This design comes from an exercise in tuning for small area on the open sky130 flow, not from production work. Only simulation tests tie the RTL to the original design; equivalence was not proved. Power is estimated from default activity; no workload was simulated.

Design pixel_frame_loader, start of the top module:
module pixel_frame_loader #(
  parameter int NUM_PIXELS = 208,
  parameter int PIX_W      = 8,
  parameter int ERR_W      = 8
) (
  input  logic                        clk,
  input  logic                        rst,
  input  logic [PIX_W-1:0]            pix_data,
  input  logic                        pix_valid,
  input  logic                        pix_sof,
  output logic                        pix_ready,
  output logic                        nn_start,
  input  logic                        nn_done,
  output logic [NUM_PIXELS*PIX_W-1:0] frame_pixels,
  output logic                        busy,
  output logic                        sync_err,
  output logic [ERR_W-1:0]            err_count
);
  localparam int IDX_W = $clog2(NUM_PIXELS);
  localparam logic [IDX_W-1:0] LAST = IDX_W'(NUM_PIXELS - 1);
  typedef enum logic [1:0] {
    L_IDLE,
    L_RUN,
    L_DRAIN
  } l_state_t;
  l_state_t         state, state_nxt;
  logic             show_full;    
  logic             fill_full;    
  logic [IDX_W-1:0] wr_idx;
  logic             xfer, we, fill, err, rel, copy;
  logic [NUM_PIXELS*PIX_W-1:0] fill_q;
  logic [NUM_PIXELS*PIX_W-1:0] show_q;
  assign pix_ready = rst & ~(show_full & fill_full);
  assign xfer      = pix_valid & pix_ready;
  assign err       = xfer & (pix_sof ? (wr_idx != '0) : (wr_idx == '0));
  assign we        = xfer & (pix_sof | (wr_idx != '0));
  assign fill      = xfer & ~pix_sof & (wr_idx == LAST);
  assign copy      = fill_full & ~show_full;
  assign nn_start  = (state == L_RUN);
  assign busy      = (state != L_IDLE);
  always_comb begin
    state_nxt = state;
    rel       = 1'b0;
    unique case (state)
      L_IDLE:
        if ((show_full | fill_full) && !nn_done)
          state_nxt = L_RUN;
      L_RUN:
        if (nn_done)
          state_nxt = L_DRAIN;
      L_DRAIN:
        if (!nn_done) begin
          state_nxt = L_IDLE;
          rel       = 1'b1;
        end
      default:
        state_nxt = L_IDLE;
    endcase
  end
  always_ff @(posedge clk) begin
    if (!rst) begin
      state     <= L_IDLE;
      show_full <= 1'b0;
      fill_full <= 1'b0;
    end else begin
      state <= state_nxt;
      if (copy)
        show_full <= 1'b1;
      else if (rel)
        show_full <= 1'b0;
      if (fill)
  ...
Size in the first run: roughly 5,500 cells after synthesis, ~3,300 flip-flops, roughly 1,700 I/O pins.
==> flow/config.mk <==
export PLATFORM = sky130hd
export DESIGN_NAME = pixel_frame_loader
export DESIGN_NICKNAME = pixel_frame_loader
export VERILOG_FILES = /design/flow/design.v
export SDC_FILE = /design/flow/constraint.sdc
export NUM_CORES = 4
export LEC_CHECK = 0
export CAP_MARGIN = 20
export CORE_MARGIN = 2
export CORE_UTILIZATION = 40
export CTS_BUF_LIST = sky130_fd_sc_hd__clkbuf_8
export CTS_CLUSTER_DIAMETER = 60
export CTS_CLUSTER_SIZE = 18
export SLEW_MARGIN = 20
==> flow/constraint.sdc <==
create_clock -name core_clock -period 10.0 [get_ports {clk}]
set_input_delay 2.0000 -clock core_clock [delete_from_list [all_inputs] [get_ports {clk}]]
set_output_delay 2.0000 -clock core_clock [all_outputs]
set_load 0.01 [all_outputs]
standard.sh (not shown) runs the stock make flow with config.mk's settings and CLKGATE_MAP_FILE= SYNTH_SCRIPT=/design/flow/synth_recipe.tcl, a recipe that flattens the netlist after the stock synthesis.
==> flow/flow/run.sh <==
#!/bin/bash
set -euo pipefail
export BUFFER_PORTS_ARGS="-buffer_cell sky130_fd_sc_hd__buf_1"
bash standard.sh "BUFFER_PORTS_ARGS=-buffer_cell sky130_fd_sc_hd__buf_1" finish > standard_flow.log 2>&1
Edit:
==> flow/flow/run.sh (replaced) <==
#!/bin/bash
set -euo pipefail
export BUFFER_PORTS_ARGS="-buffer_cell sky130_fd_sc_hd__buf_1"
export CTS_ARGS="-sink_clustering_enable -repair_clock_nets -sink_clustering_size 16 -sink_clustering_max_diameter 60 -buf_list sky130_fd_sc_hd__clkbuf_8 -dont_use_dummy_load"
bash standard.sh "BUFFER_PORTS_ARGS=$BUFFER_PORTS_ARGS" "CTS_ARGS=$CTS_ARGS" finish > standard_flow.log 2>&1
CTS_BUF_LIST = unset   (was sky130_fd_sc_hd__clkbuf_8)
CTS_CLUSTER_DIAMETER = unset   (was 60)
CTS_CLUSTER_SIZE = unset   (was 18)
PLACE_DENSITY = 0.75   (was unset)
What happened:
- The new run finished with timing, DRC and antenna clean
- die area is unchanged
- wire length grows by 1.2%
- critical path depth stays the same
- cell area is lower by 0.70%
Edit:
==> flow/flow/run.sh (replaced) <==
#!/bin/bash
set -euo pipefail
export BUFFER_PORTS_ARGS="-buffer_cell sky130_fd_sc_hd__buf_1"
bash standard.sh "BUFFER_PORTS_ARGS=-buffer_cell sky130_fd_sc_hd__buf_1" finish > standard_flow.log 2>&1
CTS_CLUSTER_DIAMETER = 100   (was unset)
CTS_CLUSTER_SIZE = 30   (was unset)
PLACE_DENSITY = unset   (was 0.75)
Final cell count barely changes.
Non-clock buffer count is lower by 3.
Cell area is higher slightly.
Core utilization is higher by 0.34 points.
Global-route usage is lower by 0.41 points.
Routed wire length is lower by a few percent.
Flip-flop and latch count is unchanged.
Count of clock-buffer cells in the layout is lower by 9.
Edit:
==> flow/flow/run.sh (replaced) <==
#!/bin/bash
set -euo pipefail
export BUFFER_PORTS_ARGS="-buffer_cell sky130_fd_sc_hd__buf_1"
export CTS_ARGS="-sink_clustering_enable -repair_clock_nets -sink_clustering_size 10 -sink_clustering_max_diameter 45 -buf_list {sky130_fd_sc_hd__clkbuf_4 sky130_fd_sc_hd__clkbuf_8} -dont_use_dummy_load"
bash standard.sh "BUFFER_PORTS_ARGS=$BUFFER_PORTS_ARGS" "CTS_ARGS=$CTS_ARGS" finish > standard_flow.log 2>&1
CTS_CLUSTER_DIAMETER = unset   (was 100)
CTS_CLUSTER_SIZE = unset   (was 30)
The changed run ran to the end with no violations. Setup slack improves by 0.028 ns. Sequential cell count does not change. Fmax came out higher by 0.49%. Design area came out higher by 1.3%. Wire length goes up by 1.9%. Core utilization went up by 0.59 points. Power came out higher by 5.3%. Final cell count went up by 1.6%.

-- static timing again, ports no longer ideal --
How much do the figures lean on ideal ports? The routed layouts below were timed once more, with nothing changed but the port constraints.
Step 1 (the two cells are an assumption about what drives the block):
set clk [get_ports {clk}]
set_driving_cell -lib_cell sky130_fd_sc_hd__clkbuf_16 $clk
set_driving_cell -lib_cell sky130_fd_sc_hd__buf_2 [delete_from_list [all_inputs] $clk]
Step 2, shift: input delay + t, output delay - t, t = (earliest + latest rising clock arrival at the registers) / 2. This alone moves slack from input paths to output paths.
a / b / c = no drivers / after step 1 / after step 2; a / b = the first two.
run | t (ns) | slack for setup (ns) | worst setup path at the end
the first run | 1.108 | 4.241 / 4.057 / 4.057 | input to output
the second run | 1.045 | 4.804 / 4.754 / 4.439 | input to register
the third run | 0.922 | 4.244 / 4.057 / 4.057 | input to output
the fourth run | 1.118 | 4.272 / 4.094 / 4.094 | input to output
After both steps setup and hold are still met in every run listed. For the second run, which loses most, drivers alone change the setup slack by -0.050 ns; drivers and shift together by -0.365 ns.
